Source: an optimization exercise on an open RTL-to-GDS flow (aim: small area, a short achievable clock period and few clock cycles per item). Production flows keep margins and buffers that such runs may drop.
In this exercise RTL edits were held to simulation tests only and were not proved equivalent to the original.

## flow/design.v (module list and top-level ports; edited modules follow where they fit)
// module arr_mult_fa: 10 lines
// module arr_mult_ha: 9 lines
// module arr_multiplier_pipe: 3492 lines
module arr_multiplier_pipe #(
  parameter int INPUT_BIT_SIZE = 32,
  parameter int STAGES         = 4
) (
  input  logic                          Clk,
  input  logic                          Reset,
  input  logic                          InValid,
  output logic                          InReady,
  input  logic [INPUT_BIT_SIZE-1:0]     InA,
  input  logic [INPUT_BIT_SIZE-1:0]     InB,
  input  logic                          Signed,
  output logic                          OutValid,
  input  logic                          OutReady,
  output logic [2*INPUT_BIT_SIZE-1:0]   Out
);
  // ...
==> flow/flow/run.sh <==
#!/bin/bash
# The standard layout, with two changes to how it is made:
#  - the input and output ports get sky130_fd_sc_hd__buf_2 buffers instead of the
#    buffer the resizer picks on its own (a slow delay cell);
#  - the resizer's timing repair aims for SETUP_SLACK_MARGIN ns of setup slack, so it
#    works on the paths that set the achieved period, not only on violations.
# The clock period, SDC and every other setting are the standard flow's.
set -euo pipefail
export SETUP_SLACK_MARGIN=${SETUP_SLACK_MARGIN_OVERRIDE:-18.0}
export BUFFER_PORTS_ARGS="-buffer_cell sky130_fd_sc_hd__buf_2"
bash standard.sh > standard.log 2>&1
==> flow/standard.sh <==
#!/bin/bash
# synth_recipe.tcl (not shown) runs the flow's synth.tcl, then flattens the netlist and writes it again
# the make line also repeats each setting of config.mk as NAME=value (left out here)
make -C /OpenROAD-flow-scripts/flow DESIGN_CONFIG=/design/flow/config.mk WORK_HOME=/design/flow/orfs CLKGATE_MAP_FILE= SYNTH_SCRIPT=/design/flow/synth_recipe.tcl "${@:-finish}"
==> flow/config.mk <==
export PLATFORM = sky130hd
export DESIGN_NAME = arr_multiplier_pipe
export DESIGN_NICKNAME = arr_multiplier_pipe
export VERILOG_FILES = /design/flow/design.v
export SDC_FILE = /design/flow/constraint.sdc
export NUM_CORES = 4
export LEC_CHECK = 0
export ABC_AREA = 1
export CAP_MARGIN = 20
export CORE_MARGIN = 2
export CORE_UTILIZATION = 40
export SLEW_MARGIN = 20
export SYNTH_HIERARCHICAL = 1
export SYNTH_MINIMUM_KEEP_SIZE = 0
==> flow/constraint.sdc <==
create_clock -name core_clock -period 24.0 [get_ports {Clk}]
set_input_delay 4.8000 -clock core_clock [delete_from_list [all_inputs] [get_ports {Clk}]]
set_output_delay 4.8000 -clock core_clock [all_outputs]
set_load 0.01 [all_outputs]
==> impl_metrics.toml, run 1 <==
[run_status]
outcome = "complete, no violations"

[sta]
final.setup.tns_ns = 0
final-hold-violation-count = 0
hold_slack_ns = 0.4488
fin_crit_ns = 6.092

[finish]
design.seq.count = 324
area_growth_pct = 9.574
n_all_inverters = 189
buffers = 234
ff_latch_area_um2 = 9072

[worst_setup_path]
cp_top_family = "flip-flops"
path_class = "flip-flop to output port"
worstPathRequired_ns = 19.20
cp_data_arrival_time_ns = 1.29
r2r-end = "m_y37"
crit_chain = "inv_16 -> buf_6"
worstRegToRegCells = 13

[yosys]
ys_seq_elements = 324
syn_area_um2 = 32540
synthDistinctLibCells = 34
synth_area_per_cell_um2 = 11.05

[cts]
clock-sinks = 324
worstSkewPairLatency_ns = 0.57
post_cts_buffers = 8
cts-resized-gates = 6

[floorplanning]
dieArea_um2 = 83650
start_util_pct = 40.40

[detailed_routing]
wl_met2_um = 45170
num_vias = 23550

[place]
dp.cells = 3950

[worst_hold_path]
hold_path_class = "flip-flop to flip-flop"

[grt]
grt_usage_pct = 24.51
gr-max-usage-layer = "met2"
Testbench counts, summed over its fixed seeds: cycles 12,024, items 12,000.
==> run 2: changes to the inputs <==
--- a/flow/design.v
+++ b/flow/design.v
@@ -40,38 +40,40 @@
   output logic                          InReady,
   input  logic [INPUT_BIT_SIZE-1:0]     InA,
   input  logic [INPUT_BIT_SIZE-1:0]     InB,
   input  logic                          Signed,
   output logic                          OutValid,
   input  logic                          OutReady,
   output logic [2*INPUT_BIT_SIZE-1:0]   Out
 );
-  logic        en, o_en;
+  logic        en, o_en, i_rdy;
   logic        r_vl, o_vl, q_vl;
   logic [31:0] a, b;
   logic        s;
   logic [63:0] prod, o_q, q_q;
   logic m_vl;
   assign en      = !q_vl;
   assign o_en    = !o_vl || OutReady;
-  assign InReady = en;
+  assign InReady = i_rdy;
   always_ff @(posedge Clk or negedge Reset) begin
     if (!Reset) begin
       r_vl <= 1'b0;
       m_vl <= 1'b0;
       o_vl <= 1'b0;
       q_vl <= 1'b0;
+      i_rdy <= 1'b1;
     end else begin
       if (en) begin
         r_vl <= InValid;
         m_vl <= r_vl;
       end
       if (o_en) o_vl <= q_vl || m_vl;
       q_vl <= !o_en && (q_vl || m_vl);
+      i_rdy <= o_en || !(q_vl || m_vl);
     end
   end
   always_ff @(posedge Clk) begin
     if (en) begin
       a <= InA;
       b <= InB;
       s <= Signed;
     end
--- a/flow/config.mk
+++ b/flow/config.mk
@@ -4,11 +4,12 @@
 export VERILOG_FILES = /design/flow/design.v
 export SDC_FILE = /design/flow/constraint.sdc
 export NUM_CORES = 4
 export LEC_CHECK = 0
 export ABC_AREA = 1
 export CAP_MARGIN = 20
 export CORE_MARGIN = 2
 export CORE_UTILIZATION = 40
+export CTS_BUF_LIST = sky130_fd_sc_hd__clkbuf_8
 export SLEW_MARGIN = 20
 export SYNTH_HIERARCHICAL = 1
 export SYNTH_MINIMUM_KEEP_SIZE = 0
==> impl_metrics.toml, run 2 <==
[yosys]
synth_warnings = 7
synth_edf_count = 256
yosysTopAreaCellShare_pct = 30.42
ys_seq_elements = 325
ys_async_sr_fraction_pct = 1.538
synth_area_leaders = "fa_1, edfxtp_1, xor2_1"
synth_area_per_cell_um2 = 11.04
ys_top_cells_by_count = "xor2_1, o22ai_1, fa_1"
yosys.area.top_type = "fa_1"
synth_ff_type = "edfxtp_1"
synth_seq_area_share_pct = 27.92
synthDistinctLibCells = 35
syn_inst = 2950
syn_area_um2 = 32580
yosysMostFrequentCell = "xor2_1"
syn_nets = 3638

[place]
place.gp.congestion = 1.013
io_buffers = 134
placed_area_um2 = 34250
dp_hpwl_um = 68160

[detailed_routing]
highest_layer = "met5"
wl_met1_um = 40480
avgViaCountPerCell = 5.858
drtAntennaViolNets = 0
wl_met2_um = 44920
wirelength_um = 101100
first_pass_iters = 6
avgRoutedWirePerCell_um = 24.81
num_vias = 23880
met3_length_um = 11190
drt-initial-drc-count = 2878
drc = 0

[floorplanning]
dieArea_um2 = 83740
start_util_pct = 40.44
rows = 104
io_pins = 135
die_h_um = 289.4
die_w_um = 289.4
core_area_um2 = 80550

[cts]
path_clk_slew_ns = 0.06
clock-sinks = 325
postCtsHoldBufs = 0
clock_tree.root_cell = "clkbuf_8"
cts.path.max_buffers = 3
cts-htree-levels = 2
tritoncts = "built"
worstSkewPairLatency_ns = 0.70
numCtsBuffers = 58

[worst_setup_path]
crit_fanout = 1
path_class = "flip-flop to output port"
r2r-start = "b[19]"
worstPathRequired_ns = 19.20
cp_data_arrival_time_ns = 1.30
start_kind = "flip-flop"
crit_path_end_kind = "output port"
crit_path_start = "i_rdy"
slowest_stage = "dfstp_2"
critPathMaxStageDelay_ns = 0.53
critPathBufInv = 1
crit_chain = "buf_6"
cp_top_family = "flip-flops"

[sta]
post-route-period-util_pct = 25.42
fmax_mhz = 163.9
final-hold-violation-count = 0
slew_headroom_pct = 26.47
final.setup.tns_ns = 0
grt_setup_unrepaired = "yes"
report.final.slew_viol_count = 0
fin_crit_ns = 6.101
worstMarginPinSlew_ns = 1.103
clock_skew_ns = 0.03765
setup_violations = 0

[finish]
area_growth_pct = 9.372
nFillCells = 7545
ff_latch_area_um2 = 9099
layout.cells.most_common_list = "xor2_1, o22ai_1, fa_1"
nets = 3649
final_common_cell = "xor2_1"
reg_top3 = "o_q x64, q_q x64"
multi_input_area_um2 = 21810
design_area_um2 = 35630
drive_above_1_share_pct = 11.66

[run_status]
outcome = "complete, no violations"

[grt]
grt_pass1_vias = 24370
grt_usage_pct = 24.25
grt_max_degree = 79
grt-ovfl-total = 0
antenna_found_initial = 1
grt_pass1_wl_um = 152500

[run]
drv_cap = 0

[worst_hold_path]
hp-start = "q_q[56]"
hold_path_class = "flip-flop to flip-flop"
==> run 2: layout make-up <==
type | instances | share of cell area, %
clock buffers | 72 | 2.781
multi-input cells | 2165 | 61.21
inverters | 187 | 2.002
flip-flops and latches | 325 | 25.54
repair buffers | 224 | 3.849
clock inverters | 38 | 0.8639
diodes | 5 | 0.03512
well taps | 1060 | 3.722
==> run 2: repair_timing <==
action	CTS	global route
resized for setup	1	7
cloned	1	2
pin swaps	1	2
buffers inserted	1	1
endpoints found under the setup margin	90	83
==> run 2: logic make-up (layout without fill, tap and decap cells) <==
family | after synthesis | count (layout) | synth area share, %
DFF | 325 | 325 | 27.92
buffers and inverters | 463 | 521 | 5.635
AOI/OAI and AO/OA | 657 | 660 | 12.44
other | 0 | 5 | 0
xor gates and xnor gates | 543 | 543 | 14.60
adders and majority gates | 619 | 619 | 35.18
and+or+nand+nor | 343 | 343 | 4.221
==> run 2: worst register-to-register path: stages (launching register included) <==
cell and delay [ns]:
edfxtp_1 0.32, buf_4 0.56, inv_1 0.34, o21ai_4 0.44, buf_4 0.38, o22ai_1 0.14, xor2_1 0.19, fa_1 0.50
fa_1 0.46, fa_1 0.44, fa_1 0.52, fa_1 0.50, fa_1 0.40, fa_1 0.45
==> run 2: worst paths after layout <==
kind / endpoint / slack [ns] / cells after the start
worst max-delay path: InReady / 17.90 / 1
worst min-delay path: q_q[56] / 0.45 / 2
worst max register to register: m_y37 / 18.10 / 13
worst min register to register: q_q[56] / 0.45 / 2
max in group asynchronous: i_rdy / 19.86 / 1
min in group asynchronous: q_vl / 3.92 / 1
==> run 2: per-layer routing <==
metal	track usage, %	vias to the layer above
met1	32.95	11920
met3	6.717	295
met2	36.69	1515
li1	-	10150
met4	9.768	2
met5	0	-
==> run 2: metrics by stage <==
step / hold WS (ns) / std cells / setup WS (ns) / util, %
after global routing: 0.4748 / 4076 / 17.84 / 44.23
after detailed placement: 0.4348 / 3956 / 17.77 / 42.52
after floorplan: 0.4143 / 2950 / 17.78 / -
after CTS: 0.4492 / 4068 / 17.83 / 44.16
after global placement: 0.4351 / 3956 / 17.81 / 42.52
final: 0.4478 / 4076 / 17.90 / 44.23
==> run 2: per-module statistics from Yosys, one instance, submodules excluded <==
module               cell area (um2)  cells  times used  flops+latches
arr_mult_fa                    20.02      1         464              0
arr_mult_ha                    12.51      1          46              0
arr_multiplier_pipe            22710   2440           1            325
Testbench counts of run 2, summed over its fixed seeds: cycles 12,024, items 12,000.
==> run 3: changes to the inputs <==
--- a/flow/config.mk
+++ b/flow/config.mk
@@ -8,8 +8,8 @@
 export ABC_AREA = 1
 export CAP_MARGIN = 20
 export CORE_MARGIN = 2
-export CORE_UTILIZATION = 40
-export CTS_BUF_LIST = sky130_fd_sc_hd__clkbuf_8
+export CORE_UTILIZATION = 65
+export PLACE_DENSITY = 0.75
 export SLEW_MARGIN = 20
 export SYNTH_HIERARCHICAL = 1
 export SYNTH_MINIMUM_KEEP_SIZE = 0
==> impl_metrics.toml, run 3 <==
[yosys]
syn_nets = 3638
synth_area_leaders = "fa_1, edfxtp_1, xor2_1"
ys_seq_elements = 325
synth_seq_area_share_pct = 27.92
ys_async_sr_fraction_pct = 1.538
yosysTopAreaCellShare_pct = 30.42
ys_top_cells_by_count = "xor2_1, o22ai_1, fa_1"
synth_area_per_cell_um2 = 11.04
yosysMostFrequentCell = "xor2_1"
synth_edf_count = 256
synth_ff_type = "edfxtp_1"
synthDistinctLibCells = 35
syn_area_um2 = 32580
synth_warnings = 7
yosys.area.top_type = "fa_1"
syn_inst = 2950

[finish]
nFillCells = 3657
area_growth_pct = 7.432
nets = 3621
final_common_cell = "xor2_1"
drive_above_1_share_pct = 10.40
layout.cells.most_common_list = "xor2_1, o22ai_1, fa_1"
reg_top3 = "o_q x64, q_q x64"
finalNonFillerCells = 3634

[cts]
clock-sinks = 325
numCtsBuffers = 36
clock_tree.root_cell = "clkbuf_16"
cts.path.max_buffers = 3
tritoncts = "built"
path_clk_slew_ns = 0.06
cts-htree-levels = 2
postCtsHoldBufs = 0
worstSkewPairLatency_ns = 0.58

[detailed_routing]
drt-initial-drc-count = 2856
num_vias = 24450
highest_layer = "met5"
avgViaCountPerCell = 6.727
avgRoutedWirePerCell_um = 27.33
wl_met1_um = 35770
met3_length_um = 13100
first_pass_iters = 8
wirelength_um = 99320
wl_met2_um = 44430
drtAntennaViolNets = 0
drc = 0

[place]
io_buffers = 134
dp.cells = 3566
dp_hpwl_um = 67120
place.gp.congestion = 1.031

[sta]
clock_skew_ns = 0.01855
hold_slack_ns = 0.4469
fmax_mhz = 165.4
fin_crit_ns = 6.047
final.setup.tns_ns = 0
grt_setup_unrepaired = "yes"
slew_headroom_pct = 32.35
final-hold-violation-count = 0
setup_violations = 0
worstMarginPinSlew_ns = 1.015
post-route-period-util_pct = 25.20
report.final.slew_viol_count = 0

[worst_setup_path]
start_kind = "flip-flop"
critPathBufInv = 1
crit_path_end_kind = "output port"
path_class = "flip-flop to output port"
critPathMaxStageDelay_ns = 0.49
crit_fanout = 1
slowest_stage = "edfxtp_1"
crit_chain = "buf_2"
r2r_slack_ns = 18.03
cp_data_arrival_time_ns = 1.25
worstPathRequired_ns = 19.20
cp_top_family = "flip-flops"

[floorplanning]
rows = 82
dieArea_um2 = 51920
die_h_um = 227.9
start_util_pct = 65.33
core_area_um2 = 49860
die_w_um = 227.9
io_pins = 135

[run_status]
outcome = "complete, no violations"

[grt]
antenna_found_initial = 3
grt_pass1_vias = 25980
grt-ovfl-total = 0
grt_max_degree = 81
grt_usage_pct = 38.79
grt_pass1_wl_um = 152000

[run]
drv_cap = 0

[worst_hold_path]
hold_path_class = "flip-flop to flip-flop"
## run 3: cells by family (layout without fill, tap and decap cells)
family          after synthesis  in the layout  share of synthesized area, %
compound gates              657            658                         12.44
fa+ha+maj                   619            619                         35.18
xor+xnor                    543            543                         14.60
buf+inv                     463            473                         5.635
simple gates                343            343                         4.221
flops                       325            325                         27.92
other cells                   0              1                             0
## run 3: final cells by class
class                      count  area, um2  area share [%]
inverter                     187      716.9           2.049
sequential                   325       9099           26.00
clock inverter                14      198.9          0.5684
tap                          672      840.8           2.402
clock buffer                  52      991.0           2.832
multi-input combinational   2163      21820           62.34
timing repair buffer         220       1330           3.800
antenna                        1      2.502        0.007150
## run 3: path summary, 6_finish.rpt
check                           startpoint       to  depth (start not counted)
worst max-delay path               o_q[61]  Out[61]                          1
worst min-delay path               q_q[60]  q_q[60]                          2
worst max register to register       b[17]    m_y37                         12
worst min register to register     q_q[60]  q_q[60]                          2
max in group asynchronous            Reset    i_rdy                          1
min in group asynchronous            Reset     q_vl                          1
## run 3: repair_timing
item	in CTS	in global routing
buffers inserted	0	0
pin swaps	0	1
cloned	0	1
endpoints found under the setup margin	2	13
resized for setup	1	5
## run 3: modules after synthesis, one instance, submodules excluded
module	cell area [um2]	flip-flops and latches	copies in the design	cells
arr_mult_fa	20.02	0	464	1
arr_mult_ha	12.51	0	46	1
arr_multiplier_pipe	22710	325	1	2440
## run 3: worst register-to-register path, cell delays in order, from the launching register on
cell	delay, ns
edfxtp_1	0.32
buf_4	0.53
inv_1	0.33
o21ai_4	0.85
o22ai_1	0.22
xor2_1	0.22
fa_1	0.51
fa_1	0.46
fa_1	0.42
fa_1	0.50
fa_1	0.49
fa_1	0.41
fa_1	0.45
## run 3: through the flow
stage / utilization (%) / setup WS (ns) / cell area, um2
after detailed placement: 67.72 / 17.85 / 33770
after global routing: 70.18 / 17.96 / 34990
after floorplan: - / 17.78 / 32590
after global placement: 67.72 / 17.88 / 33770
final: 70.19 / 17.95 / 35000
after CTS: 70.12 / 17.98 / 34960
## run 3: layer usage
metal | global-route usage [%] | up-vias
met2 | 58.83 | 1838
li1 | - | 10060
met4 | 19.65 | 4
met1 | 50.66 | 12080
met3 | 12.40 | 464
met5 | 0 | -
==> run 4: changes to the inputs <==
--- a/flow/config.mk
+++ b/flow/config.mk
@@ -8,8 +8,9 @@
 export ABC_AREA = 1
 export CAP_MARGIN = 20
 export CORE_MARGIN = 2
-export CORE_UTILIZATION = 65
-export PLACE_DENSITY = 0.75
+export CORE_UTILIZATION = 40
+export CTS_CLUSTER_DIAMETER = 100
+export CTS_CLUSTER_SIZE = 25
 export SLEW_MARGIN = 20
 export SYNTH_HIERARCHICAL = 1
 export SYNTH_MINIMUM_KEEP_SIZE = 0
==> impl_metrics.toml, run 4 <==
[worst_setup_path]
cp_top_family = "flip-flops"
worstPathRequired_ns = 19.20
r2r-end = "m_y35"
crit_path_end = "InReady"
r2r_slack_ns = 18.15
cp_data_arrival_time_ns = 1.19
cp.depth = 1
critPathMaxStageDelay_ns = 0.54
worstRegToRegCells = 13
r2r-start = "b[9]"
crit_chain = "buf_6"
path_class = "flip-flop to output port"
crit_fanout = 1
crit_path_start = "i_rdy"
crit_path_end_kind = "output port"
start_kind = "flip-flop"
slowest_stage = "dfstp_2"
critPathBufInv = 1

[yosys]
yosysTopAreaCellShare_pct = 30.42
synthDistinctLibCells = 35
yosysMostFrequentCell = "xor2_1"
syn_area_um2 = 32580
synth_edf_count = 256
ys_seq_elements = 325
syn_nets = 3638
ys_async_sr_fraction_pct = 1.538
yosys.area.top_type = "fa_1"
syn_inst = 2950
synth_warnings = 7
ys_top_cells_by_count = "xor2_1, o22ai_1, fa_1"
synth_seq_area_share_pct = 27.92
synth_ff_type = "edfxtp_1"
synth_area_leaders = "fa_1, edfxtp_1, xor2_1"
synth_area_per_cell_um2 = 11.04

[cts]
clock_tree.root_cell = "clkbuf_16"
numCtsBuffers = 21
clock-sinks = 325
postCtsHoldBufs = 0
worstSkewPairLatency_ns = 0.59
cts-htree-levels = 1
path_clk_slew_ns = 0.10
cts.path.max_buffers = 3
tritoncts = "built"

[sta]
setup_violations = 0
clock_skew_ns = 0.02666
worstMarginPinSlew_ns = 1.077
fin_crit_ns = 5.994
fmax_mhz = 166.8
grt_setup_unrepaired = "yes"
report.final.slew_viol_count = 0
hold_slack_ns = 0.4556
final-hold-violation-count = 0
post-route-period-util_pct = 24.98
final.setup.tns_ns = 0
slew_headroom_pct = 28.19

[place]
io_buffers = 134
placed_area_um2 = 34250
place.gp.congestion = 1.013
dp_hpwl_um = 68160

[finish]
nets = 3611
drive_above_1_share_pct = 10.11
final_common_cell = "xor2_1"
design_area_um2 = 35090
reg_top3 = "o_q x64, q_q x64"
fin_util_pct = 43.56
area_growth_pct = 7.713
antenna_cells = 0
layout.cells.most_common_list = "xor2_1, o22ai_1, fa_1"

[worst_hold_path]
hold_path_class = "flip-flop to flip-flop"
hold_depth = 2

[floorplanning]
dieArea_um2 = 83740
die_w_um = 289.4
rows = 104
io_pins = 135
start_util_pct = 40.44
core_area_um2 = 80550
die_h_um = 289.4

[grt]
grt_usage_pct = 23.92
antenna_found_initial = 0
grt-ovfl-total = 0
grt_pass1_vias = 23940
grt_pass1_wl_um = 150900
grt_max_degree = 79

[detailed_routing]
drt-initial-drc-count = 2772
drc = 0
avgViaCountPerCell = 5.872
wirelength_um = 99990
num_vias = 23480
avgRoutedWirePerCell_um = 25.01
first_pass_iters = 6
drtAntennaViolNets = 0

[run]
drv_cap = 0

[run_status]
outcome = "complete, no violations"
run 4: cell counts after synthesis:
No cell type changed its count.
run 4: logic make-up after synthesis:
| family | after synthesis | synth area share [%] |
|---|---|---|
| DFF | 325 | 27.92 |
| adders and majority gates | 619 | 35.18 |
| xor gates and xnor gates | 543 | 14.60 |
| AOI/OAI and AO/OA | 657 | 12.44 |
| buffers and inverters | 463 | 5.635 |
| and+or+nand+nor | 343 | 4.221 |
run 4: cell type report:
class                   count  area, um2
inverters                 187      713.2
fillers                  7570      45460
flip-flops and latches    325       9099
clock inverters            11      216.5
clock buffers              27      558.0
repair buffers            223       1368
multi-input cells        2165      21810
well taps                1060       1326
run 4: timing repair:
item                       in CTS  in global routing
setup buffers                   1                  0
gates cloned                    1                  2
hold endpoints to repair        0                  0
setup endpoints to repair      24                 18
pin swaps                       1                  2
resized for setup               1                  8
run 4: through the flow:
stage | std cells | setup WS (ns)
2_1_floorplan | 2950 | 17.78
3_3_place_gp | 3956 | 17.81
3_5_place_dp | 3956 | 17.77
4_1_cts | 3996 | 17.95
5_1_grt | 3998 | 17.97
6_report | 3998 | 18.01
run 4: per-module statistics from Yosys, one instance, submodules excluded:
module | cells inside | area (um2) | flip-flops and latches | times used
arr_mult_ha | 1 | 12.51 | 0 | 46
arr_mult_fa | 1 | 20.02 | 0 | 464
arr_multiplier_pipe | 2440 | 22710 | 325 | 1
run 4: metal layers:
layer	global-route usage, %	share of wire, %	vias up
met5	0	0	-
met4	9.149	4.6	0
met3	6.039	11	257
met2	35.99	44	1435
met1	33.23	40	11750
li1	-	-	10040
run 4: how the worst min path moves through the flow:
stage	start	end	slack, ns
4_1_cts	q_q[62]	q_q[62]	0.46
3_3_place_gp	q_q[4]	q_q[4]	0.44
3_5_place_dp	q_q[62]	q_q[62]	0.43
5_1_grt	q_q[60]	q_q[60]	0.49
2_1_floorplan	q_q[62]	q_q[62]	0.41
6_report	q_q[62]	q_q[62]	0.46
==> run 5: changes to the inputs <==
--- a/flow/config.mk
+++ b/flow/config.mk
@@ -9,8 +9,6 @@
 export CAP_MARGIN = 20
 export CORE_MARGIN = 2
 export CORE_UTILIZATION = 40
-export CTS_CLUSTER_DIAMETER = 100
-export CTS_CLUSTER_SIZE = 25
 export SLEW_MARGIN = 20
 export SYNTH_HIERARCHICAL = 1
 export SYNTH_MINIMUM_KEEP_SIZE = 0
==> impl_metrics.toml, run 5 <==
[run_status]
outcome = "complete, no violations"

[sta]
final.setup.tns_ns = 0
report.final.slew_viol_count = 0
worstMarginPinSlew_ns = 1.055
setup_violations = 0
slew_headroom_pct = 29.64
fin_crit_ns = 6.007
grt_setup_unrepaired = "yes"
clock_skew_ns = 0.03588
fmax_mhz = 166.5
setup_ws_ns = 17.99
post-route-period-util_pct = 25.03
final-hold-violation-count = 0

[yosys]
syn_area_um2 = 32580
ys_top_cells_by_count = "xor2_1, o22ai_1, fa_1"
synth_seq_area_share_pct = 27.92
synthDistinctLibCells = 35
syn_nets = 3638
synth_ff_type = "edfxtp_1"
synth_area_per_cell_um2 = 11.04
ys_async_sr_fraction_pct = 1.538
yosysTopAreaCellShare_pct = 30.42
yosys.area.top_type = "fa_1"
synth_edf_count = 256
yosysMostFrequentCell = "xor2_1"
synth_area_leaders = "fa_1, edfxtp_1, xor2_1"
ys_seq_elements = 325
synth_warnings = 7
syn_inst = 2950

[place]
dp_hpwl_um = 68160
place.gp.congestion = 1.013
io_buffers = 134
pre_cts_ws_ns = 17.77

[finish]
fin_util_pct = 44.24
drive_above_1_share_pct = 10.87
antenna_cells = 0
nets = 3629
nFillCells = 7508
reg_top3 = "o_q x64, q_q x64"
final_common_cell = "xor2_1"
area_growth_pct = 9.398
layout.cells.most_common_list = "xor2_1, o22ai_1, fa_1"

[worst_hold_path]
hold_path_class = "flip-flop to flip-flop"
hold_depth = 2
hp-start = "q_q[62]"

[floorplanning]
io_pins = 135
start_util_pct = 40.44
core_area_um2 = 80550
die_h_um = 289.4
rows = 104
die_w_um = 289.4
dieArea_um2 = 83740

[worst_setup_path]
cp_top_family = "flip-flops"
cp.depth = 1
slowest_stage = "dfstp_2"
critPathBufInv = 1
r2r-start = "b[19]"
critPathMaxStageDelay_ns = 0.53
crit_path_end_kind = "output port"
worstPathRequired_ns = 19.20
crit_path_start = "i_rdy"
path_class = "flip-flop to output port"
crit_chain = "buf_6"
start_kind = "flip-flop"
cp_data_arrival_time_ns = 1.21
worstRegToRegCells = 13
r2r_slack_ns = 18.09
crit_fanout = 1

[cts]
clock-sinks = 325
tritoncts = "built"
path_clk_slew_ns = 0.06
clock_tree.root_cell = "clkbuf_16"
cts.path.max_buffers = 3
worstSkewPairLatency_ns = 0.61
cts-htree-levels = 2
numCtsBuffers = 39

[grt]
grt_max_degree = 79
grt_pass1_wl_um = 152400
antenna_found_initial = 0
grt-ovfl-total = 0
grt_pass1_vias = 24160
grt_usage_pct = 24.26

[detailed_routing]
drt-initial-drc-count = 2774
wl_met2_um = 44550
drc = 0
highest_layer = "met4"
avgRoutedWirePerCell_um = 25.07
wl_met1_um = 40640
met3_length_um = 11430
first_pass_iters = 5
drtAntennaViolNets = 0
avgViaCountPerCell = 5.893
wirelength_um = 101100
num_vias = 23760

[run]
drv_cap = 0
run 5: final cells by class:
class                      count  area [um2]  share of cell area (%)
clock buffer                  54        1104                   3.097
tap                         1060        1326                   3.722
clock inverter                18       229.0                  0.6425
sequential                   325        9099                   25.53
multi-input combinational   2165       21800                   61.18
timing repair buffer         223        1364                   3.827
inverter                     187       713.2                   2.001
run 5: final timing paths:
kind / to
setup / recovery: InReady
setup reg to reg: m_y37
max in group asynchronous: i_rdy
hold / removal: q_q[62]
hold reg to reg: q_q[62]
min in group asynchronous: o_vl
run 5: cells by family after synthesis:
| family | after synthesis | share of synthesized area [%] |
|---|---|---|
| fa+ha+maj | 619 | 35.18 |
| buf+inv | 463 | 5.635 |
| simple gates | 343 | 4.221 |
| xor+xnor | 543 | 14.60 |
| flops | 325 | 27.92 |
| compound gates | 657 | 12.44 |
run 5: per-module statistics from Yosys, one instance, submodules excluded:
module | copies in the design | flops+latches | cells inside
arr_mult_fa | 464 | 0 | 1
arr_mult_ha | 46 | 0 | 1
arr_multiplier_pipe | 1 | 325 | 2440
run 5: timing repair:
item,in CTS,in global routing
endpoints found under the setup margin,25,15
gates cloned,1,2
buffers inserted,1,0
gates resized for setup,1,5
hold buffers,0,0
pin swaps,1,2
run 5: per-layer routing:
metal	up-vias	GRT usage (%)
met5	-	0
met4	0	9.626
met3	285	6.543
met2	1508	36.41
met1	11870	33.38
li1	10100	-
run 5: metrics by stage:
step                      std cells  cell area (um2)  hold slack (ns)
after floorplan                2950            32590           0.4143
after global placement         3956            34250           0.4351
after detailed placement       3956            34250           0.4348
after CTS                      4030            35600           0.4495
after global routing           4032            35640           0.4739
final                          4032            35640           0.4475
==> run 6: changes to the inputs <==
--- a/flow/config.mk
+++ b/flow/config.mk
@@ -9,6 +9,8 @@
 export CAP_MARGIN = 20
 export CORE_MARGIN = 2
 export CORE_UTILIZATION = 40
+export CTS_CLUSTER_DIAMETER = 70
+export CTS_CLUSTER_SIZE = 30
 export SLEW_MARGIN = 20
 export SYNTH_HIERARCHICAL = 1
 export SYNTH_MINIMUM_KEEP_SIZE = 0
==> impl_metrics.toml, run 6 <==
[yosys]
synth_area_per_cell_um2 = 11.04
yosysMostFrequentCell = "xor2_1"
synth_warnings = 7
synth_seq_area_share_pct = 27.92
synthDistinctLibCells = 35
ys_seq_elements = 325
yosys.area.top_type = "fa_1"
synth_edf_count = 256
syn_area_um2 = 32580
syn_nets = 3638
ys_top_cells_by_count = "xor2_1, o22ai_1, fa_1"
synth_area_leaders = "fa_1, edfxtp_1, xor2_1"
synth_ff_type = "edfxtp_1"
yosysTopAreaCellShare_pct = 30.42
syn_inst = 2950
ys_async_sr_fraction_pct = 1.538

[finish]
reg_top3 = "o_q x64, q_q x64"
drive_above_1_share_pct = 10.44
ff_latch_area_um2 = 9099
nets = 3617
fin_util_pct = 43.79
layout.cells.most_common_list = "xor2_1, o22ai_1, fa_1"
nFillCells = 7544
multi_input_area_um2 = 21810
area_growth_pct = 8.262
final_common_cell = "xor2_1"
antenna_cells = 0

[floorplanning]
start_util_pct = 40.44
die_h_um = 289.4
die_w_um = 289.4
io_pins = 135
rows = 104
core_area_um2 = 80550
dieArea_um2 = 83740

[worst_setup_path]
r2r-end = "m_y37"
crit_path_end = "InReady"
path_class = "flip-flop to output port"
start_kind = "flip-flop"
r2r_slack_ns = 18.04
worstRegToRegCells = 13
slowest_stage = "dfstp_2"
worstPathRequired_ns = 19.20
r2r-start = "b[19]"
crit_chain = "buf_6"
critPathMaxStageDelay_ns = 0.54
crit_path_start = "i_rdy"
crit_fanout = 1
cp_data_arrival_time_ns = 1.25
crit_path_end_kind = "output port"
cp_top_family = "flip-flops"
cp.depth = 1
critPathBufInv = 1

[cts]
tritoncts = "built"
clock_tree.root_cell = "clkbuf_16"
clock-sinks = 325
path_clk_slew_ns = 0.08
cts-htree-levels = 1
numCtsBuffers = 27
worstSkewPairLatency_ns = 0.63
cts.path.max_buffers = 3

[place]
place.gp.congestion = 1.013
io_buffers = 134
dp_hpwl_um = 68160

[grt]
grt-ovfl-total = 0
antenna_found_initial = 0
grt_usage_pct = 23.93
grt_max_degree = 79
grt_pass1_wl_um = 151100
grt_pass1_vias = 23990

[sta]
fin_crit_ns = 6.049
final-hold-violation-count = 0
post-route-period-util_pct = 25.21
clock_skew_ns = 0.04440
setup_violations = 0
grt_setup_unrepaired = "yes"
worstMarginPinSlew_ns = 1.038
slew_headroom_pct = 30.80
fmax_mhz = 165.3
report.final.slew_viol_count = 0
final.setup.tns_ns = 0

[detailed_routing]
wirelength_um = 100100
avgRoutedWirePerCell_um = 24.97
avgViaCountPerCell = 5.894
num_vias = 23640
drc = 0
drtAntennaViolNets = 0
drt-initial-drc-count = 2716
first_pass_iters = 6

[worst_hold_path]
hold_path_class = "flip-flop to flip-flop"

[run]
drv_cap = 0

[run_status]
outcome = "complete, no violations"
[run 6: cell counts after synthesis]
No cell type changed its count.
[run 6: what timing repair did]
action                                 4_1_cts  5_1_grt
pin swaps                                    1        2
setup endpoints to repair                   37       38
endpoints found under the hold margin        0        0
resized for setup                            1        4
setup buffers                                1        0
gates cloned                                 1        2
hold buffers                                 0        0
[run 6: kinds of logic (layout without fill, tap and decap cells)]
group / after synthesis / in the layout / share of synthesized area (%)
simple gates: 343 / 343 / 4.221
buf+inv: 463 / 460 / 5.635
flops: 325 / 325 / 27.92
fa+ha+maj: 619 / 619 / 35.18
xor+xnor: 543 / 543 / 14.60
compound gates: 657 / 660 / 12.44
[run 6: through the flow]
| step | std cells | hold slack, ns | instance area, um2 | setup slack, ns |
|---|---|---|---|---|
| after floorplan | 2950 | 0.4143 | 32590 | 17.78 |
| after global placement | 3956 | 0.4351 | 34250 | 17.81 |
| after detailed placement | 3956 | 0.4348 | 34250 | 17.77 |
| after CTS | 4008 | 0.4543 | 35240 | 17.90 |
| after global routing | 4010 | 0.4786 | 35270 | 17.90 |
| final | 4010 | 0.4522 | 35270 | 17.95 |
[run 6: layout make-up]
class                           count  share of cell area (%)
Inverter                          187                   2.022
Tap cell                         1060                   3.761
Clock inverter                     18                  0.7450
Sequential cell                   325                   25.80
Timing Repair Buffer              223                   3.846
Multi-Input combinational cell   2165                   61.83
Clock buffer                       32                   1.997
[run 6: worst min-delay path by stage]
stage / start / end / slack, ns / cells after the start
floorplan: q_q[62] / q_q[62] / 0.41 / 2
global placement: q_q[4] / q_q[4] / 0.44 / 2
global route: q_q[60] / q_q[60] / 0.48 / 2
detailed placement: q_q[62] / q_q[62] / 0.43 / 2
CTS: q_q[62] / q_q[62] / 0.45 / 2
finish: q_q[56] / q_q[56] / 0.45 / 2
[run 6: per-module statistics from Yosys, one instance, submodules excluded]
module	cell area, um2	flip-flops and latches	copies in the design	cells inside
arr_multiplier_pipe	22710	325	1	2440
arr_mult_fa	20.02	0	464	1
arr_mult_ha	12.51	0	46	1
[run 6: routing by layer]
layer | part of all wire [%] | wire (um) | GRT usage (%)
met1 | 40 | 40510 | 33.09
met2 | 44 | 43610 | 35.80
met3 | 11 | 11140 | 6.354
met4 | 4.9 | 4877 | 9.523
met5 | 0 | 0 | 0

-- static timing again, ports no longer ideal --
No port has a modelled driver above. Below, the same layouts with a new extraction and two added sets of constraints. Step 1 assumes that a clkbuf_16 drives the clock port and a buf_2 every other input. Step 2 also shifts input and output timing later by t, the mid clock arrival at the registers, as if the neighbouring blocks saw the same clock. a / b / c = ideal ports / drivers / drivers and shift; a / b = the first two.
run | t, ns | slack for setup (ns) | worst hold slack (ns) | worst setup path after step 2 | worst data-port slew with drivers (ns)
run 1 | 0.632 | 17.908 / 17.840 / 17.886 | 0.449 / 0.449 / 0.449 | input to register | 0.04
run 2 | 0.753 | 17.899 / 17.830 / 17.817 | 0.448 / 0.448 / 0.448 | input to register | 0.05
run 3 | 0.626 | 17.953 / 17.894 / 17.844 | 0.447 / 0.447 / 0.447 | input to register | 0.04
run 4 | 0.639 | 18.006 / 17.939 / 17.859 | 0.456 / 0.456 / 0.456 | input to register | 0.05
run 5 | 0.664 | 17.993 / 17.924 / 17.834 | 0.448 / 0.448 / 0.448 | input to register | 0.05
run 6 | 0.674 | 17.951 / 17.885 / 17.838 | 0.452 / 0.452 / 0.452 | input to register | 0.05
After both steps every run listed still meets setup and hold. The setup slack of run 5, which loses most, moves by -0.069 ns with the drivers and by -0.159 ns with both steps.
